From an optimization exercise on the open Yosys and OpenROAD flow, aimed at small area, a short achievable clock period and few clock cycles; shortcuts taken in it are not production practice. RTL that was checked went through simulation tests only; none was proved equivalent to the original. No functional check of the RTL was part of run 1. No activity file was given, so power comes from the tool's default toggle rates.

$ cat flow/flow/run.sh
#!/bin/bash
# The standard layout (the standard.sh, standard synthesis included) with two
# make settings changed:
#  - delay cells are added to the don't-use list, so the port buffers and timing
#    repair use ordinary buffers instead of slow delay buffers;
#  - timing repair may swap a cell for one of another footprint.
# Everything else (floorplan, power grid, tap cells, placement, CTS, routing) is
# the standard flow. The make output goes to flow_make.log in the work folder.
set -euo pipefail
PLATFORM_DONT_USE="sky130_fd_sc_hd__probe_p_8 sky130_fd_sc_hd__probec_p_8 sky130_fd_sc_hd__lpflow_bleeder_1 sky130_fd_sc_hd__lpflow_clkbufkapwr_1 sky130_fd_sc_hd__lpflow_clkbufkapwr_16 sky130_fd_sc_hd__lpflow_clkbufkapwr_2 sky130_fd_sc_hd__lpflow_clkbufkapwr_4 sky130_fd_sc_hd__lpflow_clkbufkapwr_8 sky130_fd_sc_hd__lpflow_clkinvkapwr_1 sky130_fd_sc_hd__lpflow_clkinvkapwr_16 sky130_fd_sc_hd__lpflow_clkinvkapwr_2 sky130_fd_sc_hd__lpflow_clkinvkapwr_4 sky130_fd_sc_hd__lpflow_clkinvkapwr_8 sky130_fd_sc_hd__lpflow_decapkapwr_12 sky130_fd_sc_hd__lpflow_decapkapwr_3 sky130_fd_sc_hd__lpflow_decapkapwr_4 sky130_fd_sc_hd__lpflow_decapkapwr_6 sky130_fd_sc_hd__lpflow_decapkapwr_8 sky130_fd_sc_hd__lpflow_inputiso0n_1 sky130_fd_sc_hd__lpflow_inputiso0p_1 sky130_fd_sc_hd__lpflow_inputiso1n_1 sky130_fd_sc_hd__lpflow_inputiso1p_1 sky130_fd_sc_hd__lpflow_inputisolatch_1 sky130_fd_sc_hd__lpflow_isobufsrc_1 sky130_fd_sc_hd__lpflow_isobufsrc_16 sky130_fd_sc_hd__lpflow_isobufsrc_2 sky130_fd_sc_hd__lpflow_isobufsrc_4 sky130_fd_sc_hd__lpflow_isobufsrc_8 sky130_fd_sc_hd__lpflow_isobufsrckapwr_16 sky130_fd_sc_hd__lpflow_lsbuf_lh_hl_isowell_tap_1 sky130_fd_sc_hd__lpflow_lsbuf_lh_hl_isowell_tap_2 sky130_fd_sc_hd__lpflow_lsbuf_lh_hl_isowell_tap_4 sky130_fd_sc_hd__lpflow_lsbuf_lh_isowell_4 sky130_fd_sc_hd__lpflow_lsbuf_lh_isowell_tap_1 sky130_fd_sc_hd__lpflow_lsbuf_lh_isowell_tap_2 sky130_fd_sc_hd__lpflow_lsbuf_lh_isowell_tap_4"
DELAY_CELLS="sky130_fd_sc_hd__clkdlybuf4s15_1 sky130_fd_sc_hd__clkdlybuf4s15_2 sky130_fd_sc_hd__clkdlybuf4s18_1 sky130_fd_sc_hd__clkdlybuf4s18_2 sky130_fd_sc_hd__clkdlybuf4s25_1 sky130_fd_sc_hd__clkdlybuf4s25_2 sky130_fd_sc_hd__clkdlybuf4s50_1 sky130_fd_sc_hd__clkdlybuf4s50_2 sky130_fd_sc_hd__dlygate4sd1_1 sky130_fd_sc_hd__dlygate4sd2_1 sky130_fd_sc_hd__dlygate4sd3_1 sky130_fd_sc_hd__dlymetal6s2s_1 sky130_fd_sc_hd__dlymetal6s4s_1 sky130_fd_sc_hd__dlymetal6s6s_1"
bash standard.sh "DONT_USE_CELLS=$PLATFORM_DONT_USE $DELAY_CELLS" MATCH_CELL_FOOTPRINT=0 finish > flow_make.log 2>&1
$ cat flow/standard.sh
#!/bin/bash
# synth_recipe.tcl (not shown) runs the flow's synth.tcl, then flattens the netlist and writes it again
# the make line also repeats each setting of config.mk as NAME=value (left out here)
make -C /OpenROAD-flow-scripts/flow DESIGN_CONFIG=/design/flow/config.mk WORK_HOME=/design/flow/orfs CLKGATE_MAP_FILE= SYNTH_SCRIPT=/design/flow/synth_recipe.tcl "${@:-finish}"
$ cat flow/config.mk
export PLATFORM = sky130hd
export DESIGN_NAME = tagctrl_top
export DESIGN_NICKNAME = tagctrl_top
export VERILOG_FILES = /design/flow/design.v
export SDC_FILE = /design/flow/constraint.sdc
export NUM_CORES = 4
export LEC_CHECK = 0
export CAP_MARGIN = 20
export CORE_MARGIN = 2
export CORE_UTILIZATION = 55
export CTS_CLUSTER_DIAMETER = 100
export CTS_CLUSTER_SIZE = 24
export SETUP_SLACK_MARGIN = 2.9
export SLEW_MARGIN = 20
export TNS_END_PERCENT = 5
$ cat flow/constraint.sdc
create_clock -name core_clock -period 5.0 [get_ports {clk_i}]
set_input_delay 1.0000 -clock core_clock [delete_from_list [all_inputs] [get_ports {clk_i}]]
set_output_delay 1.0000 -clock core_clock [all_outputs]
set_load 0.01 [all_outputs]
$ cat flow/design.v
package tagctrl_pkg;
  typedef struct packed {
    logic [32-1:0] addr;
    logic                       write;
    logic [64-1:0] wdata;
    logic                       tag;
  } tagctrl_req_t;
  typedef struct packed {
    logic [32-1:0]    addr;
    logic                          write;
    logic [64-1:0]    wdata;
    logic                          tag;          
    logic [8-1:0] tag_idx;
    logic                          err;          
    logic                          stored_tag;   
  } tagctrl_desc_t;
  typedef struct packed {
    logic [32-$clog2(64/8)-1:0] word_addr;
    logic                                                 write;
    logic [64-1:0]                           wdata;
  } tagctrl_mem_req_t;
  typedef struct packed {
    logic [64-1:0] rdata;
  } tagctrl_mem_rsp_t;
  localparam int unsigned DescW   = 32 + 1 + 64 + 1 + 8 + 2;
  localparam int unsigned MemRspW = 64;
  typedef struct packed {
    logic [64-1:0] rdata;
    logic                       tag;
    logic                       write;
    logic                       err;
  } tagctrl_rsp_t;
endpackage
`timescale 1ns/1ps
module tagctrl_stream_fifo #(
  parameter int unsigned Width     = 1,
  parameter int unsigned Depth     = 4
) (
  input  logic     clk_i,
  input  logic     reset_i,
  input  logic     valid_i,
  output logic     ready_o,
  input  logic [Width-1:0] data_i,
  output logic     valid_o,
  input  logic     ready_i,
  output logic [Width-1:0] data_o
);
  localparam int unsigned PtrW = (Depth > 1) ? $clog2(Depth) : 1;
  localparam int unsigned CntW = $clog2(Depth + 1);
  logic [Width-1:0]    mem_q [Depth];
  logic [PtrW-1:0]     wr_ptr_q, rd_ptr_q;
  logic [CntW-1:0]     count_q;
  logic                empty, push, pop;
  assign empty   = (count_q == '0);
  assign ready_o = (count_q != CntW'(Depth));
  assign valid_o = !empty || valid_i;
  assign data_o  = empty ? data_i : mem_q[rd_ptr_q];
  assign push = valid_i && ready_o && !(empty && ready_i);
  assign pop  = !empty && ready_i;
  always_ff @(posedge clk_i) begin
    if (reset_i) begin
      wr_ptr_q <= '0;
      rd_ptr_q <= '0;
      count_q  <= '0;
    end else begin
      if (push) begin
        wr_ptr_q <= (wr_ptr_q == PtrW'(Depth - 1)) ? '0 : wr_ptr_q + 1'b1;
      end
      if (pop) begin
        rd_ptr_q <= (rd_ptr_q == PtrW'(Depth - 1)) ? '0 : rd_ptr_q + 1'b1;
      end
      if (push && !pop) begin
        count_q <= count_q + 1'b1;
      end else if (pop && !push) begin
        count_q <= count_q - 1'b1;
      end
    end
  end
  always_ff @(posedge clk_i) begin
    if (push) begin
      mem_q[wr_ptr_q] <= data_i;
    end
  end
endmodule
`timescale 1ns/1ps
module tagctrl_decode (
  input  logic                      clk_i,
  input  logic                      reset_i,
  input  logic                      req_valid_i,
  input  tagctrl_pkg::tagctrl_req_t req_i,
  output logic                      req_ready_o,
  output logic                      desc_valid_o,
  output tagctrl_pkg::tagctrl_desc_t desc_o,
  input  logic                      desc_ready_i
);
  localparam int unsigned AddrW        = 32;
  localparam int unsigned TagIdxW      = 8;
  localparam int unsigned GranuleBytes = 128 / 8;
  localparam logic [AddrW-1:0] RegionBase = 32'h8000_0000;
  localparam logic [AddrW-1:0] RegionLen  = AddrW'(4096);
  tagctrl_pkg::tagctrl_desc_t desc_d, desc_q;
  logic                       valid_q;
  logic [AddrW-1:0]           offset;
  logic                       in_region;
  always_comb begin
    offset    = req_i.addr - RegionBase;
    in_region = (offset < RegionLen);
    desc_d       = '0;
    desc_d.addr  = req_i.addr;
    desc_d.write = req_i.write;
    desc_d.wdata = req_i.wdata;
    desc_d.tag   = req_i.tag;
    desc_d.err   = !in_region;
    if (in_region) begin
      desc_d.tag_idx = TagIdxW'(offset / GranuleBytes);
    end
  end
  assign req_ready_o = !valid_q || desc_ready_i;
  always_ff @(posedge clk_i) begin
    if (reset_i) begin
      valid_q <= 1'b0;
    end else if (req_ready_o) begin
      valid_q <= req_valid_i;
    end
  end
  always_ff @(posedge clk_i) begin
    if (req_valid_i && req_ready_o) begin
      desc_q <= desc_d;
    end
  end
  assign desc_valid_o = valid_q;
  assign desc_o       = desc_q;
endmodule
`timescale 1ns/1ps
module tagctrl_tag_store (
  input  logic                       clk_i,
  input  logic                       reset_i,
  input  logic                       desc_valid_i,
  input  tagctrl_pkg::tagctrl_desc_t desc_i,
  output logic                       desc_ready_o,
  output logic                       desc_valid_o,
  output tagctrl_pkg::tagctrl_desc_t desc_o,
  input  logic                       desc_ready_i
);
  localparam int unsigned NumTags = (4096 / (128 / 8));
  logic [NumTags-1:0]         tags_q;
  tagctrl_pkg::tagctrl_desc_t desc_q;
  logic                       valid_q;
  logic                       accept;
  logic                       is_read, is_write;
  assign desc_ready_o = !valid_q || desc_ready_i;
  assign accept       = desc_valid_i && desc_ready_o;
  assign is_read  = !desc_i.err && !desc_i.write;
  assign is_write = !desc_i.err && desc_i.write;
  always_ff @(posedge clk_i) begin
    if (reset_i) begin
      valid_q <= 1'b0;
      tags_q  <= '0;
    end else begin
      if (desc_ready_o) begin
        valid_q <= desc_valid_i;
      end
      if (accept && is_write) begin
        tags_q[desc_i.tag_idx] <= desc_i.tag;
      end
    end
  end
  always_ff @(posedge clk_i) begin
    if (accept) begin
      desc_q            <= desc_i;
      desc_q.stored_tag <= is_read ? tags_q[desc_i.tag_idx] : 1'b0;
    end
  end
  assign desc_valid_o = valid_q;
  assign desc_o       = desc_q;
endmodule
`timescale 1ns/1ps
module tagctrl_mem_issue (
  input  logic                          desc_valid_i,
  input  tagctrl_pkg::tagctrl_desc_t    desc_i,
  output logic                          desc_ready_o,
  output logic                          mem_req_valid_o,
  output tagctrl_pkg::tagctrl_mem_req_t mem_req_o,
  input  logic                          mem_req_ready_i,
  output logic                          fifo_valid_o,
  output tagctrl_pkg::tagctrl_desc_t    fifo_desc_o,
  input  logic                          fifo_ready_i
);
  localparam int unsigned AddrW    = 32;
  localparam int unsigned WordOffW = $clog2(64 / 8);
  logic needs_mem;
  logic mem_ok;
  assign needs_mem = !desc_i.err;
  assign mem_ok    = !needs_mem || mem_req_ready_i;
  assign mem_req_valid_o = desc_valid_i && needs_mem && fifo_ready_i;
  assign fifo_valid_o = desc_valid_i && mem_ok;
  assign desc_ready_o = fifo_ready_i && mem_ok;
  always_comb begin
    mem_req_o           = '0;
    mem_req_o.word_addr = desc_i.addr[AddrW-1:WordOffW];
    mem_req_o.write     = desc_i.write;
    mem_req_o.wdata     = desc_i.wdata;
  end
  assign fifo_desc_o = desc_i;
endmodule
`timescale 1ns/1ps
module tagctrl_resp_merge (
  input  logic                          desc_valid_i,
  input  tagctrl_pkg::tagctrl_desc_t    desc_i,
  output logic                          desc_ready_o,
  input  logic                          mem_valid_i,
  input  tagctrl_pkg::tagctrl_mem_rsp_t mem_i,
  output logic                          mem_ready_o,
  output logic                          rsp_valid_o,
  output tagctrl_pkg::tagctrl_rsp_t     rsp_o,
  input  logic                          rsp_ready_i
);
  logic is_read;
  logic done;
  assign is_read = !desc_i.write && !desc_i.err;
  assign rsp_valid_o = desc_valid_i && (!is_read || mem_valid_i);
  assign done        = rsp_valid_o && rsp_ready_i;
  assign desc_ready_o = done;
  assign mem_ready_o  = done && is_read;
  always_comb begin
    rsp_o       = '0;
    rsp_o.write = desc_i.write;
    rsp_o.err   = desc_i.err;
    if (is_read) begin
      rsp_o.rdata = mem_i.rdata;
      rsp_o.tag   = desc_i.stored_tag;
    end
  end
endmodule
`timescale 1ns/1ps
module tagctrl_top #(
  parameter int unsigned RdDepth = 5,    
  parameter int unsigned DqDepth = 11    
) (
  input  logic                          clk_i,
  input  logic                          reset_i,
  input  logic                          req_valid_i,
  input  logic [31:0]                   req_addr_i,
  input  logic                          req_write_i,
  input  logic [63:0]                   req_wdata_i,
  input  logic                          req_tag_i,
  output logic                          req_ready_o,
  output logic                          rsp_valid_o,
  output logic [63:0]                   rsp_rdata_o,
  output logic                          rsp_tag_o,
  output logic                          rsp_write_o,
  output logic                          rsp_err_o,
  input  logic                          rsp_ready_i,
  output logic                          mem_req_valid_o,
  output logic [28:0]                   mem_req_addr_o,
  output logic                          mem_req_write_o,
  output logic [63:0]                   mem_req_wdata_o,
  input  logic                          mem_req_ready_i,
  input  logic                          mem_rsp_valid_i,
  input  logic [63:0]                   mem_rsp_rdata_i
);
  localparam int unsigned RdPtrW = (RdDepth > 1) ? $clog2(RdDepth) : 1;
  logic        rdy_q;                  
  logic        sv_q;                   
  logic [28:0] s_a;
  logic        s_w, s_t, s_iw;
  logic [63:0] s_d;
  logic        hv_q;                   
  logic [28:0] h_a;                    
  logic [63:0] h_d;
  logic        h_w;
  logic        h_t, h_iw, h_wc;        
  logic        mv_q;                   
  logic        h_cr;                   
  logic        take, in_iw, h_leave, h_free;
  logic        n_v, n_iw, n_w;         
  logic        rd_wait, grant, cr_ok, mv_d;
  logic [DqDepth-1:0] qv_q;            
  logic               q_push, q_pop, q_space, q_space_d;
  assign in_iw = (req_addr_i[31:12] == 20'h80000);
  assign take  = req_valid_i && rdy_q;
  assign q_space = q_space_d;
  assign h_leave = hv_q && (h_iw ? (mv_q && mem_req_ready_i) : (q_space && (h_wc || h_cr)));
  assign h_free  = !hv_q || h_leave;
  always_comb begin
    if (sv_q) begin
      n_v  = 1'b1;
      n_iw = s_iw;
      n_w  = s_w;
    end else begin
      n_v  = take;
      n_iw = in_iw;
      n_w  = req_write_i;
    end
  end
  assign q_space_d = !qv_q[DqDepth-3];
  logic [RdDepth-1:0] cr_q;            
  logic               release_rd;
  assign cr_ok   = !cr_q[RdDepth-1] || release_rd;
  assign rd_wait = h_free ? (n_v && !n_w) : (hv_q && !h_wc && !h_cr);
  assign grant   = rd_wait && cr_ok && q_space_d;
  always_comb begin
    if (h_free) mv_d = n_v && n_iw && (n_w ? q_space_d : grant);
    else        mv_d = mv_q || (hv_q && h_iw && (h_wc ? q_space_d : grant));
  end
  always_ff @(posedge clk_i) begin
    if (h_free) h_cr <= grant;
    else        h_cr <= h_cr || grant;
  end
  always_ff @(posedge clk_i) begin
    if (reset_i) begin
      cr_q <= '0;
    end else if (grant && !release_rd) begin
      cr_q <= {cr_q[RdDepth-2:0], 1'b1};
    end else if (release_rd && !grant) begin
      cr_q <= {1'b0, cr_q[RdDepth-1:1]};
    end
  end
  logic [255:0] tags_q;
  logic [15:0]  h_whi, h_wlo, h_rhi, h_rlo;
  logic [7:0]   n_idx;
  logic [15:0]  n_whi, n_wlo, n_rhi, n_rlo;
  logic [15:0]  w_grp;                 
  logic [15:0]  grp_tag_q;             
  assign n_idx = sv_q ? s_a[8:1] : req_addr_i[11:4];
  always_comb begin
    for (int j = 0; j < 16; j++) begin
      n_whi[j] = n_v && n_w && (n_idx[7:4] == 4'(j));
      n_wlo[j] = (n_idx[3:0] == 4'(j));
      n_rhi[j] = !n_w && (n_idx[7:4] == 4'(j));
      n_rlo[j] = (n_idx[3:0] == 4'(j));
    end
  end
  always_ff @(posedge clk_i) begin
    if (reset_i) begin
      h_whi <= '0;
    end else if (h_free) begin
      h_whi <= n_whi;
    end
  end
  always_ff @(posedge clk_i) begin
    if (h_free) begin
      h_rhi <= n_rhi;
      h_rlo <= n_rlo;
    end
  end
  always_ff @(posedge clk_i) begin
    if (reset_i) begin
      h_wlo <= '0;
    end else if (h_free) begin
      h_wlo <= n_wlo;
    end
  end
  assign w_grp = h_whi & {16{h_iw}};
  always_ff @(posedge clk_i) begin
    for (int i = 0; i < 256; i++) begin
      if (reset_i) begin
        tags_q[i] <= 1'b0;
      end else if (w_grp[i/16] && h_wlo[i%16]) begin
        tags_q[i] <= h_t;
      end
    end
  end
  always_ff @(posedge clk_i) begin
    for (int j = 0; j < 16; j++) begin
      grp_tag_q[j] <= h_rhi[j] && |(tags_q[16*j +: 16] & h_rlo);
    end
  end
  logic [DqDepth-1:0] qe_q, qw_q, qt_q;   
  logic               new_e, new_w, new_t;
  logic               dh_v, dh_e, dh_w, dh_t, dh_rd;
  logic               p_v, p_e, p_w;      
  always_ff @(posedge clk_i) begin
    if (reset_i) p_v <= 1'b0;
    else         p_v <= h_leave;
  end
  always_ff @(posedge clk_i) begin
    p_e <= !h_iw;
    p_w <= h_wc;
  end
  assign q_push = p_v;
  assign new_e  = p_e;
  assign new_w  = p_w;
  assign new_t  = !p_e && !p_w && |grp_tag_q;
  assign dh_v  = qv_q[0];
  assign dh_e  = qe_q[0];
  assign dh_w  = qw_q[0];
  assign dh_t  = qt_q[0];
  assign dh_rd = !dh_e && !dh_w;
  always_ff @(posedge clk_i) begin
    for (int k = 0; k < DqDepth; k++) begin
      if (q_pop) begin
        if (k < DqDepth - 1 && qv_q[k+1]) begin
          qe_q[k] <= qe_q[k+1];
          qw_q[k] <= qw_q[k+1];
          qt_q[k] <= qt_q[k+1];
        end else begin
          qe_q[k] <= new_e;
          qw_q[k] <= new_w;
          qt_q[k] <= new_t;
        end
      end else if (!qv_q[k]) begin
        qe_q[k] <= new_e;
        qw_q[k] <= new_w;
        qt_q[k] <= new_t;
      end
    end
  end
  logic [63:0]        rd_mem [RdDepth];
  logic [RdDepth-1:0] fv_q;
  logic [RdPtrW-1:0]  fwp_q, frp_q;
  logic               f_ne_q;          
  logic               f_push, f_pop;
  always_ff @(posedge clk_i) begin
    for (int k = 0; k < RdDepth; k++) begin
      if (!fv_q[k]) rd_mem[k] <= mem_rsp_rdata_i;
    end
  end
  logic        ov_q;
  logic [63:0] o_rdata;
  logic        o_tag, o_write, o_err;
  logic        o_free, o_load, o_next;
  assign o_free     = !ov_q || rsp_ready_i;
  assign o_next     = dh_v && (!dh_rd || f_ne_q || mem_rsp_valid_i);
  assign o_load     = o_free && o_next;
  assign q_pop      = o_load;
  assign release_rd = o_load && !dh_w;
  assign f_pop      = o_load && dh_rd && f_ne_q;
  assign f_push     = mem_rsp_valid_i && !(o_load && dh_rd && !f_ne_q);
  always_ff @(posedge clk_i) begin
    if (reset_i) begin
      o_rdata <= '0;
      o_tag   <= 1'b0;
      o_write <= 1'b0;
      o_err   <= 1'b0;
    end else if (o_free) begin
      o_rdata <= !dh_rd ? 64'd0 : (f_ne_q ? rd_mem[frp_q] : mem_rsp_rdata_i);
      o_tag   <= dh_t;
      o_write <= dh_w;
      o_err   <= dh_e;
    end
  end
  logic sv_d;
  assign sv_d = sv_q ? !h_free : (take && !h_free);
  always_ff @(posedge clk_i) begin
    if (reset_i) begin
      rdy_q  <= 1'b1;
      sv_q   <= 1'b0;
      hv_q   <= 1'b0;
      mv_q   <= 1'b0;
      ov_q   <= 1'b0;
      qv_q   <= '0;
      fv_q   <= '0;
      fwp_q  <= '0;
      frp_q  <= '0;
      f_ne_q <= 1'b0;
    end else begin
      rdy_q <= !sv_d;
      sv_q  <= sv_d;
      if (h_free) hv_q <= n_v;
      mv_q  <= mv_d;
      if (o_free) ov_q <= o_next;
      if (q_push && !q_pop)      qv_q <= {qv_q[DqDepth-2:0], 1'b1};
      else if (q_pop && !q_push) qv_q <= {1'b0, qv_q[DqDepth-1:1]};
      if (f_push) begin
        fv_q[fwp_q] <= 1'b1;
        fwp_q       <= (fwp_q == RdPtrW'(RdDepth - 1)) ? '0 : fwp_q + 1'b1;
      end
      if (f_pop) begin
        fv_q[frp_q] <= 1'b0;
        frp_q       <= (frp_q == RdPtrW'(RdDepth - 1)) ? '0 : frp_q + 1'b1;
      end
      if (f_pop) f_ne_q <= fv_q[(frp_q == RdPtrW'(RdDepth - 1)) ? '0 : frp_q + 1'b1] || f_push;
      else       f_ne_q <= f_ne_q || f_push;
    end
  end
  always_ff @(posedge clk_i) begin
    if (!sv_q) begin
      s_a  <= req_addr_i[31:3];
      s_w  <= req_write_i;
      s_d  <= req_wdata_i;
      s_t  <= req_tag_i;
      s_iw <= in_iw;
    end
  end
  always_ff @(posedge clk_i) begin
    if (reset_i) begin
      h_a <= '0;
      h_w <= 1'b0;
      h_d <= '0;
    end else if (h_free) begin
      if (sv_q) begin
        h_a <= s_a;
        h_w <= s_w;
        h_d <= s_d;
      end else begin
        h_a <= req_addr_i[31:3];
        h_w <= req_write_i;
        h_d <= req_wdata_i;
      end
    end
  end
  always_ff @(posedge clk_i) begin
    if (h_free) begin
      if (sv_q) begin
        h_wc  <= s_w;
        h_t   <= s_t;
        h_iw  <= s_iw;
      end else begin
        h_wc  <= req_write_i;
        h_t   <= req_tag_i;
        h_iw  <= in_iw;
      end
    end
  end
  assign req_ready_o     = rdy_q;
  assign mem_req_valid_o = mv_q;
  assign mem_req_addr_o  = h_a;
  assign mem_req_write_o = h_w;
  assign mem_req_wdata_o = h_d;
  assign rsp_valid_o     = ov_q;
  assign rsp_rdata_o     = o_rdata;
  assign rsp_tag_o       = o_tag;
  assign rsp_write_o     = o_write;
  assign rsp_err_o       = o_err;
endmodule
==> results of run 1 <==
-- final cells by class --
type	instances	area, µm²	area share [%]
sequential	986	23400	56.3
multi-input combinational	2461	13500	32.5
timing repair buffer	421	1960	4.73
clock buffer	77	1330	3.21
tap	931	1160	2.81
inverter	27	128	0.308
clock inverter	1	30.0	0.0724
antenna	8	20.0	0.0483
timing repair inverter	1	8.76	0.0211
-- flip-flops by register name, summed over array words and instances, names as in the netlist, 3 cells and up --
register / count
rd_mem: 320
tags_q: 256
h_d: 64
o_rdata: 64
s_d: 64
h_a: 29
s_a: 29
grp_tag_q: 16
h_rhi: 16
h_rlo: 16
h_whi: 16
h_wlo: 16
qe_q: 11
qt_q: 11
qv_q: 11
qw_q: 11
cr_q: 5
fv_q: 5
frp_q: 3
fwp_q: 3
-- metrics by stage --
step,total power [W],cells,utilization (%),worst slack (ps),hold slack (ps)
floorplan,0.00990,3835,-,2320,363
global placement,0.0104,4770,57.6,1400,389
detailed placement,0.0104,4771,57.6,1370,397
CTS,0.0147,4884,60.2,2530,458
global route,0.0152,4910,60.5,2430,474
finish,0.0147,4913,60.5,2480,458
-- placed cells by master, fill, tap and decap left out, types with 68 or more instances in the layout --
cell      synthesis  layout
mux2_2           90      90
nand2_1         699     699
buf_1            10     358
nor2_1          285     282
a21oi_1         378     374
o21ai_0          68      68
a22oi_1         210     210
nand3_1         329     328
edfxtp_1        358     358
nor3_1          110     109
dfxtp_1         628     607
-- what timing repair did --
action,4_1_cts,5_1_grt
gates resized for setup,72,10
buffers inserted,28,16
setup endpoints to repair,795,772
endpoints found under the hold margin,0,0
pin swaps,7,3
cloned,7,1
-- synth_stat cells, drive strengths merged (3+ instances only) --
| master | n | area (µm²) |
|---|---|---|
| nand2 | 699 | 2620 |
| dfxtp | 628 | 12600 |
| a21oi | 378 | 1890 |
| edfxtp | 358 | 10800 |
| nand3 | 329 | 1650 |
| clkbuf | 301 | 1150 |
| nor2 | 287 | 1080 |
| a22oi | 210 | 1580 |
| nor3 | 110 | 551 |
| mux2 | 90 | 1010 |
| o21ai | 68 | 340 |
| a41o | 65 | 651 |
| buf | 64 | 315 |
| a22o | 40 | 350 |
| mux2i | 38 | 380 |
| inv | 27 | 101 |
| a221oi | 24 | 210 |
| o21a | 17 | 128 |
| and2 | 16 | 100 |
| a211oi | 15 | 113 |
| ha | 13 | 163 |
| nor4 | 11 | 83.8 |
| nand4 | 9 | 56.3 |
| or3 | 6 | 37.5 |
| a32oi | 3 | 26.3 |
| nand3b | 3 | 22.5 |
| nor2b | 3 | 18.8 |
| or2 | 3 | 18.8 |
-- worst max-delay path, cell delays in order (launching register included) --
cell	delay (ps)
edfxtp_1	480
buf_6	160
o311a_4	310
or3_1	340
a22o_1	200
nor2_1	120
ha_2	270
mux2i_1	250
nor2_1	60
a21oi_1	110
nor2_1	60
-- worst max-delay path by stage --
stage	startpoint	endpoint	slack, ps	depth (start not counted)
floorplan	mem_rsp_valid_i	qv_q[3]	2320	11
global placement	mem_req_ready_i	h_d[49]	1400	7
detailed placement	mem_req_ready_i	h_d[47]	1370	7
CTS	h_iw	cr_q[3]	2530	10
global route	h_iw	cr_q[3]	2430	10
finish	h_iw	cr_q[3]	2480	10
-- layer usage --
layer,global-route usage [%],share of wire (%)
met1,41.5,42
met2,47.9,47
met3,5.65,8.2
met4,9.59,2.8
met5,0,0.074
-- report_power, final --
part	switching, W	total, W	internal, W
combinational	0.000930	0.00131	0.000381
sequential	0.000313	0.00905	0.00874
clock	0.00252	0.00437	0.00185
-- logic make-up after synthesis --
logic type | share of synthesized area (%)
and+or+nand+nor | 16.6
DFF | 61.1
AOI/OAI and AO/OA | 14.1
buffers and inverters | 4.10
muxes | 3.65
adders and majority gates | 0.426
==> summary.txt, run 1 <==
outcome -> timing/DRC/antenna clean
Netlist Area Pre-Place -> 38,200 µm²
# rows -> 96
gr ovfl total -> 0
Worst Hold Path EP -> o_rdata[48]
DR vias/cell -> 6.02
async set-reset flop share out of synthesis -> 0%
Clock Tree Root -> clkbuf_16
Rel. slew slack -> 23.4%
Slew @ Worst Pin -> 1150 ps
HPWL Detailed -> 61,900 µm
Core Region -> 68,600 µm²
vias post-DR -> 29,600
Primary FF master, synth -> dfxtp_1
H-Tree Level Count -> 2
WL/cell -> 22.5 µm
vias in the first global route -> 27,600
Die Ht -> 267 µm
DRC viols -> 0
Hold Startpoint -> o_rdata[48]
r2r worst-path depth -> 10
leak pwr -> 13.7 nW
cell area power density -> 355 nW/µm²
final wirelength -> 111,000 µm
RSZ-0062 raised after global routing -> true
final setup violation count -> 0
Boundary Pins -> 332
register area share after synthesis -> 61.1%
Area after DPL -> 39,500 µm²
# fillers -> 5,812
Slew Viols, Final -> 0
peak supply drop -> 0.000347 V
Startpoint Class -> flop
total die area -> 71,500 µm²
Setup TNS -> 0 ps
synthesized area per cell -> 9.95 µm²
Synth-to-Final Area Change -> 8.71%
CTS max path bufs -> 3
worst hold path class -> flop to flop
Syn Inst Count -> 3,835
Clock Skew -> 25.6 ps
layout cells sized above 1 -> 7.12%
antenna-violating nets left -> 0
Hold Vio Cnt, Final -> 0
Crit. End Element -> flop
worst setup path class -> flop to flop
number of flops mapped to enable cells by yosys -> 358
first-pass GRT wire length -> 165,000 µm
initial antenna violation count -> 12
IO Port Bufs -> 328
Yosys warnings -> 6
CTS tree -> built
Worst-path clk slew -> 100 ps
Synth cell types -> 51
Tcrit/Tclk final -> 50.5%
Crit Path Max Fanout -> 5
Sink Count -> 986
drt initial violations -> 3,350
fmax -> 396 MHz
# hold bufs at CTS -> 0
Detailed Routing Iterations Pass 1 -> 7
gpl congestion -> 0.835
CP required -> 5480 ps
largest net degree at the start of global routing -> 257
Die W -> 267 µm
setup slack, reg-to-reg -> 2480 ps
Final nets -> 4,126
Skew-Pair Late Insertion Delay -> 630 ps
design area -> 41,500 µm²
Worst R2R End -> cr_q[3]
Synth Register Bits -> 986
crit path time final -> 2520 ps
Hold Path Stages -> 2
Initial Utilization -> 55.6%
Worst EP arrival -> 3000 ps
RR Startpoint -> h_iw
number of max-cap violations -> 0
total CTS buffers -> 47
GRT Total Usage -> 30.0%
==> inputs of run 2 (changes only) <==
--- a/flow/design.v
+++ b/flow/design.v
@@ -235,6 +235,6 @@
 `timescale 1ns/1ps
 module tagctrl_top #(
-  parameter int unsigned RdDepth = 5,    
-  parameter int unsigned DqDepth = 11    
+  parameter int unsigned RdDepth = 4,    
+  parameter int unsigned DqDepth = 10    
 ) (
   input  logic                          clk_i,
@@ -296,6 +296,8 @@
   assign q_space_d = !qv_q[DqDepth-3];
   logic [RdDepth-1:0] cr_q;            
-  logic               release_rd;
-  assign cr_ok   = !cr_q[RdDepth-1] || release_rd;
+  logic               release_rd;      
+  logic               release_err;     
+  assign release_err = h_leave && !h_iw && !h_wc;
+  assign cr_ok   = !cr_q[RdDepth-1] || release_rd || release_err;
   assign rd_wait = h_free ? (n_v && !n_w) : (hv_q && !h_wc && !h_cr);
   assign grant   = rd_wait && cr_ok && q_space_d;
@@ -311,8 +313,12 @@
     if (reset_i) begin
       cr_q <= '0;
-    end else if (grant && !release_rd) begin
-      cr_q <= {cr_q[RdDepth-2:0], 1'b1};
-    end else if (release_rd && !grant) begin
-      cr_q <= {1'b0, cr_q[RdDepth-1:1]};
+    end else begin
+      case ({grant, release_rd, release_err})
+        3'b100:         cr_q <= {cr_q[RdDepth-2:0], 1'b1};
+        3'b010, 3'b001: cr_q <= {1'b0, cr_q[RdDepth-1:1]};
+        3'b011:         cr_q <= {2'b00, cr_q[RdDepth-1:2]};
+        3'b111:         cr_q <= {1'b0, cr_q[RdDepth-1:1]};
+        default:        cr_q <= cr_q;
+      endcase
     end
   end
@@ -425,5 +431,5 @@
   assign o_load     = o_free && o_next;
   assign q_pop      = o_load;
-  assign release_rd = o_load && !dh_w;
+  assign release_rd = o_load && dh_rd;
   assign f_pop      = o_load && dh_rd && f_ne_q;
   assign f_push     = mem_rsp_valid_i && !(o_load && dh_rd && !f_ne_q);
==> run 2 against run 1 <==
Still clean on timing, DRC and antenna; synthesized cell count is 4.0% lower; clock skew grew 10 ps; die area is 5.7% lower; sequential power down 7.2%; final cell count fell by 4.6%; sequential share of layout area is 2.1 points lower; combinational power down 11%; critical path depth is 6 lower; count of clock-buffer cells in the layout fell by 6; largest cell class unchanged; largest power group unchanged.
==> summary.txt, run 2 <==
setup slack, reg-to-reg -> 2710 ps
Sink Count -> 914
Primary FF master, synth -> dfxtp_1
register area share after synthesis -> 59.1%
Slew @ Worst Pin -> 1210 ps
Setup TNS -> 0 ps
# hold bufs at CTS -> 0
post-synthesis mux area share -> 5.73%
design area -> 39,300 µm²
Crit Path Max Fanout -> 19
Top delay family on crit path -> flip-flops
crit path time final -> 2290 ps
Final nets -> 3,975
DRC viols -> 0
RR Startpoint -> h_wlo[5]
final wirelength -> 104,000 µm
Yosys warnings -> 6
Slew Viols, Final -> 0
top cells by count, synth -> nand2_1, dfxtp_1, nand3_1, nor2_1, a21oi_1
Core Region -> 64,600 µm²
Boundary Pins -> 332
final setup violation count -> 0
commonest non-fill, non-tap cell in the layout -> nand2_1
largest family of logic cells by synthesized area -> simple AND/OR/NAND/NOR gates
Rel. slew slack -> 19.6%
CTS max path bufs -> 3
fin util -> 60.8%
post-synth top area share -> 34.5%
Post-Synth Simple-Gate Area -> 17.6%
Initial Utilization -> 55.7%
Hold Path Stages -> 2
Skew-Pair Late Insertion Delay -> 620 ps
gpl congestion -> 0.848
IO Port Bufs -> 328
Synth cell types -> 68
Synth Register Bits -> 914
CTS tree -> built
drt initial violations -> 3,313
outcome -> timing/DRC/antenna clean
Clock Skew -> 35.5 ps
Hold Startpoint -> h_whi[9]
async set-reset flop share out of synthesis -> 0%
leak pwr -> 13.1 nW
Detailed Routing Iterations Pass 1 -> 6
most frequent CP cell -> nand2_1
initial antenna violation count -> 11
Clock Tree Root -> clkbuf_16
fmax -> 437 MHz
first-pass GRT wire length -> 154,000 µm
Die W -> 260 µm
number of max-cap violations -> 0
DR vias/cell -> 5.99
Tcrit/Tclk final -> 45.7%
Synth-to-Final Area Change -> 9.22%
most frequent cells in the layout -> nand2_1, dfxtp_1, buf_1
H-Tree Level Count -> 2
CP required -> 5460 ps
Worst R2R End -> tags_q[21]
# rows -> 93
Area contributors post-synth -> dfxtp_1, edfxtp_1, nand2_1
largest net degree at the start of global routing -> 176
peak supply drop -> 0.000311 V
total CTS buffers -> 44
cell area power density -> 346 nW/µm²
gr ovfl total -> 0
total die area -> 67,400 µm²
Synth Area in Compound Gates -> 12.8%
Netlist Area Pre-Place -> 35,900 µm²
Hold Vio Cnt, Final -> 0
Worst EP arrival -> 2740 ps
vias post-DR -> 28,100
Yosys top cell by area -> dfxtp_1
RSZ-0062 raised after global routing -> true
Die Ht -> 260 µm
worst hold path class -> flop to flop
most common cell in the synthesized netlist -> nand2_1
Syn Inst Count -> 3,680
Worst-path clk slew -> 100 ps
Post-Synth Adder-Cell Area -> 0.418%
antenna-violating nets left -> 0
WL/cell -> 22.1 µm
Area after DPL -> 37,100 µm²
synthesized area per cell -> 9.77 µm²
CP bufs+invs -> 1
CP max-delay cell -> dfxtp_1
worst-path cell chain -> buf_1 -> nand2_1 -> nand2_1 -> a21oi_1
Critical Path Max Stage Delay -> 1020 ps
layout cells sized above 1 -> 9.24%
worst setup path class -> flop to flop
vias in the first global route -> 26,100
Synth Area in XOR/XNOR -> 0%
Largest regs -> rd_mem: 256 flops, tags_q: 256 flops
HPWL Detailed -> 56,700 µm
Crit. End Element -> flop
Startpoint Class -> flop
GRT Total Usage -> 29.2%
Worst Hold Path EP -> h_whi[9]
number of flops mapped to enable cells by yosys -> 294
r2r worst-path depth -> 4
-- run 2: cell count changes in the layout (fill, tap and decap cells not counted), sizes merged, moves of 8 or more --
cell / previous run / this run
edfxtp: 358 / 294
dfxtp: 628 / 620
buf: 408 / 392
mux2: 90 / 154
a21oi: 378 / 310
a41o: 65 / 1
a22o: 40 / 18
a222oi: 0 / 64
a22oi: 210 / 156
mux2i: 38 / 30
o21ai: 68 / 88
clkbuf: 90 / 99
nand2: 699 / 646
nor2: 289 / 332
-- run 2: per-layer routing --
layer	up-vias	GRT usage (%)	wire length [µm]	share of wire [%]
li1	13200	-	-	-
met1	13600	39.7	43000	41
met2	1088	48.1	49500	48
met3	191	4.31	7890	7.6
met4	6	9.85	3410	3.3
met5	-	0	38	0.037
-- run 2: power by group --
group / switching (W) / internal (W) / total (W)
sequential: 0.000337 / 0.00806 / 0.00840
combinational: 0.000800 / 0.000364 / 0.00116
clock: 0.00233 / 0.00171 / 0.00403
total: 0.00346 / 0.0101 / 0.0136
-- run 2: through the flow --
stage / instances / total power [W] / setup slack, ps / hold slack, ps
5_1_grt: 4684 / 0.0141 / 2670 / 470
4_1_cts: 4634 / 0.0136 / 2780 / 451
2_1_floorplan: 3680 / 0.00915 / 2570 / 411
3_3_place_gp: 4541 / 0.00962 / 1580 / 434
3_5_place_dp: 4541 / 0.00967 / 1470 / 437
6_report: 4687 / 0.0136 / 2710 / 449
-- run 2: how the worst max path moves through the flow --
stage,startpoint,to,cells past startpoint
floorplan,mem_rsp_valid_i,qv_q[8],10
global placement,mem_req_ready_i,h_rlo[0],5
detailed placement,mem_req_ready_i,h_a[4],7
CTS,h_d[63],mem_req_wdata_o[63],1
global route,h_wlo[5],tags_q[21],4
finish,h_wlo[5],tags_q[21],4
-- run 2: cell families after synthesis --
kind of cell | after synthesis
buf+inv | 384
flops | 914
compound gates | 711
fa+ha+maj | 12
mux | 185
simple gates | 1474
-- run 2: layout make-up --
cell class,instances,area (µm²)
Fill cell,5545,25300
Sequential cell,914,21300
Multi-Input combinational cell,2385,13400
Timing Repair Buffer,420,2120
Clock buffer,71,1220
Tap cell,855,1070
Inverter,29,160
Clock inverter,2,25.0
Antenna cell,10,25.0
Timing Repair inverter,1,8.76
-- run 2: worst register-to-register path: cells and delay by family (launching register included) --
kind	cells	cell delay, ps
buf+inv	1	800
simple gates	2	250
flops	1	1020
compound gates	1	70
-- run 2: repair_timing --
item                                   in CTS  in global routing
setup endpoints to repair                 812                702
endpoints found under the hold margin       0                  0
pin swaps                                   7                 44
resized for setup                          62                 77
cloned                                      3                  7
buffers inserted                           17                 35
Testbench counts of run 2, summed over its fixed seeds: cycles 15,692.
==> inputs of run 3 (changes only) <==
==> flow/config.mk (replaced) <==
export PLATFORM = sky130hd
export DESIGN_NAME = tagctrl_top
export DESIGN_NICKNAME = tagctrl_top
export VERILOG_FILES = /design/flow/design.v
export SDC_FILE = /design/flow/constraint.sdc
export NUM_CORES = 4
export LEC_CHECK = 0
export ABC_AREA = 1
export CAP_MARGIN = 40
export CORE_MARGIN = 2
export CORE_UTILIZATION = 70
export CTS_CLUSTER_DIAMETER = 100
export CTS_CLUSTER_SIZE = 24
export PLACE_DENSITY = 0.72
export SETUP_SLACK_MARGIN = 3.0
export SLEW_MARGIN = 40
export TNS_END_PERCENT = 10
==> run 3 against run 2 <==
Non-clock buffer count shrank 5; critical path depth shrank 3; final cell count grew 1.1%; still clean on timing, DRC and antenna; largest cell class unchanged; via count grew 4.9%; total power grew 12%; synthesized cell count grew 4.9%; sequential share of layout area grew 0.20 points; critical path type is now flop to output port; sequential power grew 6.1%.
==> summary.txt, run 3 <==
Synth Register Bits -> 914
leak pwr -> 13.6 nW
most frequent cells in the layout -> nand2_1, dfxtp_1, a21oi_1
Top delay family on crit path -> flip-flops
DP Cell Count -> 4,594
vias in the first global route -> 27,600
Rel. slew slack -> 41.1%
initial antenna violation count -> 4
peak supply drop -> 0.000371 V
Final Non-Filler Cells -> 4,737
commonest non-fill, non-tap cell in the layout -> nand2_1
outcome -> timing/DRC/antenna clean
number of max-cap violations -> 0
Netlist Area Pre-Place -> 35,500 µm²
async set-reset flop share out of synthesis -> 0%
power share of the sequential group -> 58.5%
Yosys top cell by area -> dfxtp_1
most common cell in the synthesized netlist -> nand2_1
Syn Inst Count -> 3,861
CTS max path bufs -> 3
Sw Share -> 29.2%
Register Area -> 21,300 µm²
synthesized area per cell -> 9.21 µm²
Detailed Routing Iterations Pass 1 -> 6
top cells by count, synth -> nand2_1, dfxtp_1, a21oi_1, o21ai_0, edfxtp_1
cell area power density -> 388 nW/µm²
first-pass GRT wire length -> 144,000 µm
post-synth top area share -> 34.9%
Synth-to-Final Area Change -> 10.3%
CP bufs+invs -> 1
total CTS buffers -> 44
Multi-input gate area -> 12,200 µm²
P_sw -> 0.00444 W
Largest regs -> rd_mem: 256 flops, tags_q: 256 flops
Final nets -> 4,214
largest net degree at the start of global routing -> 139
CP required -> 4000 ps
Tcrit/Tclk final -> 42.7%
antenna-violating nets left -> 0
fmax -> 469 MHz
Boundary Pins -> 332
# fillers -> 3,332
final setup violation count -> 0
H-Tree Level Count -> 2
DR vias/cell -> 6.22
GRT Total Usage -> 33.9%
vias post-DR -> 29,500
total die area -> 52,600 µm²
Comb power frac -> 15.3%
Critical Path Max Stage Delay -> 390 ps
crit path time final -> 2130 ps
Initial Utilization -> 70.8%
Clock Skew -> 22.6 ps
Setup TNS -> 0 ps
gr ovfl total -> 0
worst-path cell chain -> buf_4
Slew @ Worst Pin -> 882 ps
Synth cell types -> 44
Clock power frac -> 26.2%
Sink Count -> 914
IO Port Bufs -> 328
number of flops mapped to enable cells by yosys -> 294
Clock Tree Root -> clkbuf_16
Startpoint Class -> flop
Skew-Pair Late Insertion Delay -> 600 ps
drt initial violations -> 3,422
Int Pwr -> 0.0108 W
worst setup path class -> flop to output port
Primary FF master, synth -> dfxtp_1
# hold bufs at CTS -> 0
RSZ-0062 raised after global routing -> true
CP max-delay cell -> dfxtp_2
CTS tree -> built
Crit Path Max Fanout -> 2
Hold Vio Cnt, Final -> 0
final wirelength -> 94,700 µm
Core Region -> 50,200 µm²
DRC viols -> 0
Crit. End Element -> output port
layout cells sized above 1 -> 12.5%
Die W -> 229 µm
register area share after synthesis -> 59.8%
Slew Viols, Final -> 0
Yosys warnings -> 6
# rows -> 82
WL/cell -> 20.0 µm
gpl congestion -> 0.857
HPWL Detailed -> 54,600 µm
Worst EP arrival -> 1130 ps
Worst-path clk slew -> 90 ps
Die Ht -> 229 µm
worst hold path class -> flop to flop
Area contributors post-synth -> dfxtp_1, edfxtp_1, nand2_1
==> run 3: cell types whose count changed after synthesis, moves of 63 or more <==
| cell | before | now |
|---|---|---|
| o21ai_0 | 64 | 418 |
| nor2_1 | 328 | 67 |
| inv_1 | 26 | 274 |
| nand3_1 | 329 | 157 |
| a21oi_1 | 310 | 472 |
| a22oi_1 | 156 | 1 |
| mux2_2 | 150 | 0 |
| nand2_1 | 646 | 781 |
| nor3_1 | 103 | 1 |
| or2_2 | 1 | 88 |
| a222oi_1 | 64 | 0 |
| o211ai_1 | 2 | 65 |
==> run 3: power by group through the flow <==
stage / clock (W) / sequential, W / combinational (W)
3_3_place_gp: 0 / 0.00902 / 0.00193
3_5_place_dp: 0 / 0.00906 / 0.00202
4_1_cts: 0.00400 / 0.00888 / 0.00220
5_1_grt: 0.00428 / 0.00897 / 0.00253
6_report: 0.00399 / 0.00891 / 0.00233
2_1_floorplan: 0 / 0.00888 / 0.00142
==> run 3: layout make-up <==
cell class	count	area share (%)
inverter	300	3.09
timing repair inverter	3	0.0447
timing repair buffer	415	5.90
clock buffer	73	3.14
tap	672	2.14
clock inverter	1	0.0766
sequential	914	54.4
antenna	3	0.0191
multi-input combinational	2356	31.2
==> run 3: what timing repair did <==
| item | CTS | global route |
|---|---|---|
| resized for setup | 313 | 42 |
| endpoints found under the setup margin | 793 | 617 |
| buffers inserted | 28 | 22 |
| cloned | 5 | 7 |
| pin swaps | 8 | 6 |
==> run 3: cells by family (layout without fill, tap and decap cells) <==
kind of cell / count (synthesis) / count (layout) / share of synthesized area, %
flip-flops: 914 / 914 / 59.8
AND/OR/NAND/NOR: 1129 / 1134 / 13.5
buffers and inverters: 596 / 792 / 6.49
other: 0 / 3 / 0
AO/OA/AOI/OAI: 1210 / 1210 / 19.8
adder cells (fa/ha/maj): 12 / 12 / 0.422
==> run 3: path summary, 6_finish.rpt <==
| check | startpoint | end | slack, ps | cells after the start |
|---|---|---|---|---|
| worst max-delay path | ov_q | rsp_valid_o | 2870 | 1 |
| worst min-delay path | h_wc | p_w | 420 | 0 |
| worst max register to register | h_rlo[0] | grp_tag_q[11] | 2880 | 4 |
| worst min register to register | h_wc | p_w | 420 | 0 |
==> run 3: per-layer routing <==
metal | track usage, % | part of all wire [%] | vias up
li1 | - | - | 13600
met4 | 12.6 | 3.1 | 2
met1 | 44.8 | 39 | 14100
met5 | 0 | 0.014 | -
met2 | 57.1 | 48 | 1575
met3 | 4.88 | 9.5 | 222
==> run 3: metrics by stage <==
| step | power [W] | setup WS (ps) | area (µm²) | hold slack [ps] | utilization, % |
|---|---|---|---|---|---|
| 2_1_floorplan | 0.0103 | 2620 | 35700 | 371 | - |
| 3_3_place_gp | 0.0109 | 1600 | 36700 | 386 | 73.2 |
| 3_5_place_dp | 0.0111 | 1870 | 36900 | 393 | 73.5 |
| 4_1_cts | 0.0151 | 2880 | 38800 | 415 | 77.3 |
| 5_1_grt | 0.0158 | 2790 | 39200 | 431 | 78.2 |
| 6_report | 0.0152 | 2870 | 39200 | 424 | 78.2 |
==> inputs of run 4 (changes only) <==
--- a/flow/config.mk
+++ b/flow/config.mk
@@ -6,5 +6,4 @@
 export NUM_CORES = 4
 export LEC_CHECK = 0
-export ABC_AREA = 1
 export CAP_MARGIN = 40
 export CORE_MARGIN = 2
==> run 4 against run 3 <==
Total power is 9.3% lower; clock power grew 2%; critical endpoint is now mem_req_write_o; still clean; register-to-register slack improved by 20 ps; die area is 1.1% higher; largest cell class unchanged; critical path type unchanged; non-clock buffer count is 43 higher; setup slack got worse by 6.3 ps; sequential power is 5.9% lower.
==> summary.txt, run 4 <==
outcome -> timing/DRC/antenna clean
Clock Skew -> 24.4 ps
gr ovfl total -> 0
GRT Total Usage -> 36.0%
number of max-cap violations -> 0
Skew-Pair Late Insertion Delay -> 630 ps
leak pwr -> 13.8 nW
most frequent cells in the layout -> nand2_1, dfxtp_1, nand3_1
gpl congestion -> 0.859
Detailed Routing Iterations Pass 1 -> 9
initial antenna violation count -> 12
Setup TNS -> 0 ps
Yosys warnings -> 6
layout cells sized above 1 -> 15.6%
H-Tree Level Count -> 2
crit path time final -> 2140 ps
vias in the first global route -> 27,500
async set-reset flop share out of synthesis -> 0%
worst hold margin -> 451 ps
Syn Inst Count -> 3,680
CTS max path bufs -> 3
CTS tree -> built
post-synth top area share -> 34.5%
Area contributors post-synth -> dfxtp_1, edfxtp_1, nand2_1
Synth cell types -> 68
total die area -> 53,200 µm²
antenna-violating nets left -> 0
Worst EP arrival -> 1140 ps
Startpoint Class -> flop
most common cell in the synthesized netlist -> nand2_1
IO Port Bufs -> 328
Tcrit/Tclk final -> 42.8%
Sink Count -> 914
# rows -> 83
Crit Path Max Fanout -> 2
final setup violation count -> 0
Netlist Area Pre-Place -> 35,900 µm²
Top delay family on crit path -> flip-flops
Rel. slew slack -> 39.6%
Yosys top cell by area -> dfxtp_1
Slew Viols, Final -> 0
final wirelength -> 101,000 µm
HPWL Detailed -> 59,300 µm
WL/cell -> 22.2 µm
DRC viols -> 0
drt initial violations -> 4,180
Synth-to-Final Area Change -> 10.8%
worst-path cell chain -> buf_4
RSZ-0062 raised after global routing -> true
Initial Utilization -> 70.5%
CP required -> 4000 ps
CP bufs+invs -> 1
DR vias/cell -> 6.40
peak supply drop -> 0.000381 V
Synth Register Bits -> 914
Worst-path clk slew -> 100 ps
Largest regs -> rd_mem: 256 flops, tags_q: 256 flops
worst hold path class -> flop to flop
top cells by count, synth -> nand2_1, dfxtp_1, nand3_1, nor2_1, a21oi_1
Hold Vio Cnt, Final -> 0
vias post-DR -> 29,100
CP max-delay cell -> dfxtp_1
worst setup path class -> flop to output port
Die Ht -> 231 µm
Core Region -> 51,000 µm²
fmax -> 467 MHz
Primary FF master, synth -> dfxtp_1
Critical Path Max Stage Delay -> 360 ps
register area share after synthesis -> 59.1%
largest net degree at the start of global routing -> 147
total CTS buffers -> 44
cell area power density -> 346 nW/µm²
Slew @ Worst Pin -> 905 ps
Clock Tree Root -> clkbuf_16
Crit. End Element -> output port
number of flops mapped to enable cells by yosys -> 294
first-pass GRT wire length -> 151,000 µm
synthesized area per cell -> 9.77 µm²
Boundary Pins -> 332
Die W -> 231 µm
commonest non-fill, non-tap cell in the layout -> nand2_1
Final nets -> 4,015
## run 4: metal layers
| layer | global-route usage, % | part of all wire [%] | vias up |
|---|---|---|---|
| li1 | - | - | 13200 |
| met1 | 47.3 | 38 | 14000 |
| met2 | 58.6 | 47 | 1622 |
| met3 | 7.44 | 11 | 268 |
| met4 | 14.9 | 3.8 | 10 |
| met5 | 0 | 0.065 | - |
## run 4: power breakdown
part / switching, W / total, W / internal (W)
combinational: 0.000883 / 0.00136 / 0.000474
sequential: 0.000304 / 0.00838 / 0.00807
clock: 0.00233 / 0.00407 / 0.00174
total: 0.00352 / 0.0138 / 0.0103
## run 4: final timing paths
kind	start	to	slack [ps]	cells after the start
min	h_whi[11]	h_whi[11]	450	2
max reg2reg	ov_q	qe_q[2]	2900	7
max	h_w	mem_req_write_o	2860	1
min reg2reg	h_whi[11]	h_whi[11]	450	2
## run 4: cell type report
| class | count | area [µm²] |
|---|---|---|
| Inverter | 29 | 149 |
| Clock buffer | 70 | 1240 |
| Clock inverter | 2 | 46.3 |
| Antenna cell | 8 | 20.0 |
| Timing Repair Buffer | 458 | 2730 |
| Timing Repair inverter | 2 | 17.5 |
| Sequential cell | 914 | 21400 |
| Multi-Input combinational cell | 2386 | 13400 |
| Tap cell | 680 | 851 |
| Fill cell | 3390 | 11200 |
## run 4: kinds of logic (layout without fill, tap and decap cells)
family / count (synthesis) / in the layout / synth area share, %
adders and majority gates: 12 / 12 / 0.418
AOI/OAI and AO/OA: 711 / 713 / 12.8
DFF: 914 / 914 / 59.1
other: 0 / 8 / 0
buffers and inverters: 384 / 561 / 4.41
and+or+nand+nor: 1474 / 1476 / 17.6
muxes: 185 / 185 / 5.73
## run 4: through the flow
| step | instances | total power, W | util, % | cell area, µm² | worst slack [ps] |
|---|---|---|---|---|---|
| after floorplan | 3680 | 0.00917 | - | 36100 | 2570 |
| after global placement | 4368 | 0.00959 | 72.4 | 36900 | 1630 |
| after detailed placement | 4384 | 0.00969 | 73.0 | 37200 | 1570 |
| after CTS | 4499 | 0.0137 | 76.6 | 39100 | 2830 |
| after global routing | 4547 | 0.0142 | 78.1 | 39800 | 2800 |
| final | 4549 | 0.0138 | 78.1 | 39800 | 2860 |
## run 4: timing repair
item / CTS / global route
gates cloned: 6 / 0
pin swaps: 9 / 10
gates resized for setup: 174 / 291
hold buffers: 0 / 0
endpoints found under the setup margin: 764 / 592
setup buffers: 37 / 40
==> inputs of run 5 (changes only) <==
--- a/flow/design.v
+++ b/flow/design.v
@@ -263,9 +263,9 @@
   logic        rdy_q;                  
   logic        sv_q;                   
-  logic [28:0] s_a;
+  logic [8:0]  s_a;                    
   logic        s_w, s_t, s_iw;
   logic [63:0] s_d;
   logic        hv_q;                   
-  logic [28:0] h_a;                    
+  logic [8:0]  h_a;                    
   logic [63:0] h_d;
   logic        h_w;
@@ -483,5 +483,5 @@
   always_ff @(posedge clk_i) begin
     if (!sv_q) begin
-      s_a  <= req_addr_i[31:3];
+      s_a  <= req_addr_i[11:3];
       s_w  <= req_write_i;
       s_d  <= req_wdata_i;
@@ -501,5 +501,5 @@
         h_d <= s_d;
       end else begin
-        h_a <= req_addr_i[31:3];
+        h_a <= req_addr_i[11:3];
         h_w <= req_write_i;
         h_d <= req_wdata_i;
@@ -522,5 +522,5 @@
   assign req_ready_o     = rdy_q;
   assign mem_req_valid_o = mv_q;
-  assign mem_req_addr_o  = h_a;
+  assign mem_req_addr_o  = {20'h80000, h_a};
   assign mem_req_write_o = h_w;
   assign mem_req_wdata_o = h_d;
--- a/flow/config.mk
+++ b/flow/config.mk
@@ -6,4 +6,5 @@
 export NUM_CORES = 4
 export LEC_CHECK = 0
+export ABC_AREA = 1
 export CAP_MARGIN = 40
 export CORE_MARGIN = 2
==> run 5 against run 4 <==
Still clean; sequential share of layout area is 0.80 points higher; synthesized cell count is 3.8% higher; flip-flop and latch count is 40 lower; count of clock-buffer cells in the layout is 3 higher; clock power is 5% lower; sequential power is 3.8% lower; final cell count is 2.4% higher; clock skew is 6.3 ps higher; critical endpoint is now rsp_rdata_o[4]; highest routed layer is now met4.
==> summary.txt, run 5 <==
Hold Vio Cnt, Final -> 0
grt met1 use -> 42.1%
PnR worst setup slack -> 2830 ps
CP required -> 4000 ps
met2 Use GR -> 60.1%
layout cells sized above 1 -> 7.29%
leak pwr -> 12.8 nW
power share of the sequential group -> 61.5%
Primary FF master, synth -> dfxtp_1
gr ovfl total -> 0
Netlist Area Pre-Place -> 34,600 µm²
HPWL Detailed -> 54,600 µm
Worst-path clk slew -> 100 ps
peak supply drop -> 0.000346 V
Tcrit/Tclk final -> 43.5%
P_sw -> 0.00332 W
IO Port Bufs -> 308
CTS tree -> built
CP max-delay cell -> dfxtp_1
async set-reset flop share out of synthesis -> 0%
setup slack, reg-to-reg -> 2840 ps
pre-CTS WS -> 1470 ps
worst hold path class -> flop to flop
termination of the worst setup path -> rsp_rdata_o[4]
H-Tree Level Count -> 2
Yosys top cell by area -> dfxtp_1
number of max-cap violations -> 0
Crit Path Max Fanout -> 2
CP Launch Point -> o_rdata[4]
Setup TNS -> 0 ps
synthesized area per cell -> 9.06 µm²
Sw Share -> 25.4%
worst hold margin -> 452 ps
Synth Register Bits -> 874
DRC viols -> 0
register area share after synthesis -> 59.0%
final setup violation count -> 0
total die area -> 51,300 µm²
Clock power frac -> 29.7%
Startpoint Class -> flop
Rel. slew slack -> 38.4%
first-pass GRT wire length -> 140,000 µm
Area contributors post-synth -> dfxtp_1, edfxtp_1, nand2_1
path length in cells of the critical path -> 1
most frequent cells in the layout -> nand2_1, dfxtp_1, a21oi_1
RR Startpoint -> h_rlo[10]
Die W -> 226 µm
drt initial violations -> 2,774
Initial Utilization -> 70.9%
fmax -> 460 MHz
Sink Count -> 874
outcome -> timing/DRC/antenna clean
Synth cell types -> 45
gpl congestion -> 0.862
worst setup path class -> flop to output port
GRT Total Usage -> 34.4%
post-layout power -> 0.0131 W
CTS max path bufs -> 3
CP bufs+invs -> 1
Slew @ Worst Pin -> 924 ps
# rows -> 81
largest net degree at the start of global routing -> 208
post-synth top area share -> 33.5%
antenna-violating nets left -> 0
GR peak layer -> met2
# fillers -> 3,476
WL/cell -> 19.8 µm
crit path time final -> 2170 ps
commonest non-fill, non-tap cell in the layout -> nand2_1
top cells by count, synth -> nand2_1, dfxtp_1, a21oi_1, o21ai_0, edfxtp_1
Detailed Routing Iterations Pass 1 -> 7
vias post-DR -> 28,600
most common cell in the synthesized netlist -> nand2_1
Clock Tree Root -> clkbuf_16
Comb power frac -> 8.8%
Synth-to-Final Area Change -> 8.41%
Worst R2R End -> grp_tag_q[1]
Top delay family on crit path -> flip-flops
number of flops mapped to enable cells by yosys -> 294
Worst EP arrival -> 1170 ps
Slew Viols, Final -> 0
Critical Path Max Stage Delay -> 380 ps
Core Region -> 48,800 µm²
Die Ht -> 226 µm
met3 Track Usage GR -> 5.83%
total CTS buffers -> 42
cell area power density -> 349 nW/µm²
Yosys warnings -> 6
RSZ-0062 raised after global routing -> true
Boundary Pins -> 332
initial antenna violation count -> 3
Area after DPL -> 35,800 µm²
Syn Inst Count -> 3,820
r2r worst-path depth -> 4
Largest regs -> rd_mem: 256 flops, tags_q: 256 flops
worst-path cell chain -> buf_1
final wirelength -> 92,200 µm
DR vias/cell -> 6.15
vias in the first global route -> 27,100
Skew-Pair Late Insertion Delay -> 630 ps
Final nets -> 4,141
Clock Skew -> 30.7 ps
Crit. End Element -> output port
Int Pwr -> 0.00978 W
design area -> 37,500 µm²
-- run 5: through the flow --
| step | util [%] | std cells |
|---|---|---|
| after global placement | 73.0 | 4525 |
| after detailed placement | 73.3 | 4530 |
| final | 76.8 | 4659 |
| after floorplan | - | 3838 |
| after CTS | 76.1 | 4621 |
| after global routing | 76.8 | 4658 |
-- run 5: cells by family (layout without fill, tap and decap cells) --
kind of cell,Yosys count,count (layout),share of synthesized area (%)
other,2,24,0.0217
adders and majority gates,12,12,0.434
buffers and inverters,553,703,6.47
DFF,874,874,59.0
and+or+nand+nor,1270,1273,15.4
AOI/OAI and AO/OA,1109,1109,18.7
-- run 5: area by class of cell --
cell class                      instances  area [µm²]  area share (%)
Inverter                              238         927            2.47
Clock buffer                           73        1230            3.28
Sequential cell                       874       20500            54.5
Multi-Input combinational cell       2414       12200            32.5
Tap cell                              664         831            2.21
Clock inverter                          1        16.3          0.0433
Timing Repair Buffer                  391        1870            4.98
Antenna cell                            4        10.0          0.0267
-- run 5: metal layers --
layer  vias to the layer above  routed length [µm]
li1                      13300                   -
met2                      1409               45800
met3                       241                8210
met4                         0                3540
met5                         -                   0
met1                     13700               34600
-- run 5: worst min path at each step --
stage | cells past startpoint | end | slack, ps | start
finish | 1 | grp_tag_q[1] | 450 | h_rhi[1]
global route | 1 | grp_tag_q[0] | 470 | h_rhi[0]
CTS | 0 | p_w | 450 | h_wc
detailed placement | 0 | p_w | 430 | h_wc
global placement | 0 | p_w | 420 | h_wc
floorplan | 0 | p_w | 390 | h_wc
-- run 5: repair_timing --
item | 4_1_cts | 5_1_grt
hold buffers | 0 | 0
resized for setup | 18 | 40
gates cloned | 3 | 0
buffers inserted | 14 | 30
setup endpoints to repair | 691 | 486
pin swaps | 3 | 6
-- run 5: power groups by stage --
stage          Combinational [W]  Clock [W]  Sequential, W
2_1_floorplan           0.000719          0        0.00810
3_3_place_gp            0.000993          0        0.00820
3_5_place_dp             0.00104          0        0.00822
4_1_cts                  0.00109    0.00392        0.00805
5_1_grt                  0.00126    0.00416        0.00809
6_report                 0.00116    0.00388        0.00806
Testbench counts of run 5, summed over its fixed seeds: cycles 15,692.

## separate check: timing with driven ports
No port has a modelled driver above. Below, the same layouts with a new extraction and two added sets of constraints. Step 1 assumes that a clkbuf_16 drives the clock port and a buf_2 every other input. Step 2 times the ports against the registers' clock, not the clock port: input delays grow and output delays shrink by t, the midpoint of the rising clock arrivals with the driver on. Three values: ideal, step 1, step 2; two values: the first two.
| run | t, ns | slack for setup (ns) | slew at the worst register clock pin (ns) |
|---|---|---|---|
| run 1 | 0.687 | 2.477 / 2.477 / 1.866 | 0.10 / 0.10 |
| run 2 | 0.669 | 2.714 / 2.714 / 2.194 | 0.10 / 0.10 |
| run 3 | 0.661 | 2.867 / 2.804 / 2.336 | 0.10 / 0.10 |
| run 4 | 0.670 | 2.860 / 2.797 / 2.250 | 0.10 / 0.10 |
| run 5 | 0.663 | 2.827 / 2.769 / 2.257 | 0.10 / 0.10 |
After both steps setup and hold are still met in every run listed. For run 1, which loses most, drivers alone change the setup slack by 0.000 ns; drivers and shift together by -0.611 ns.
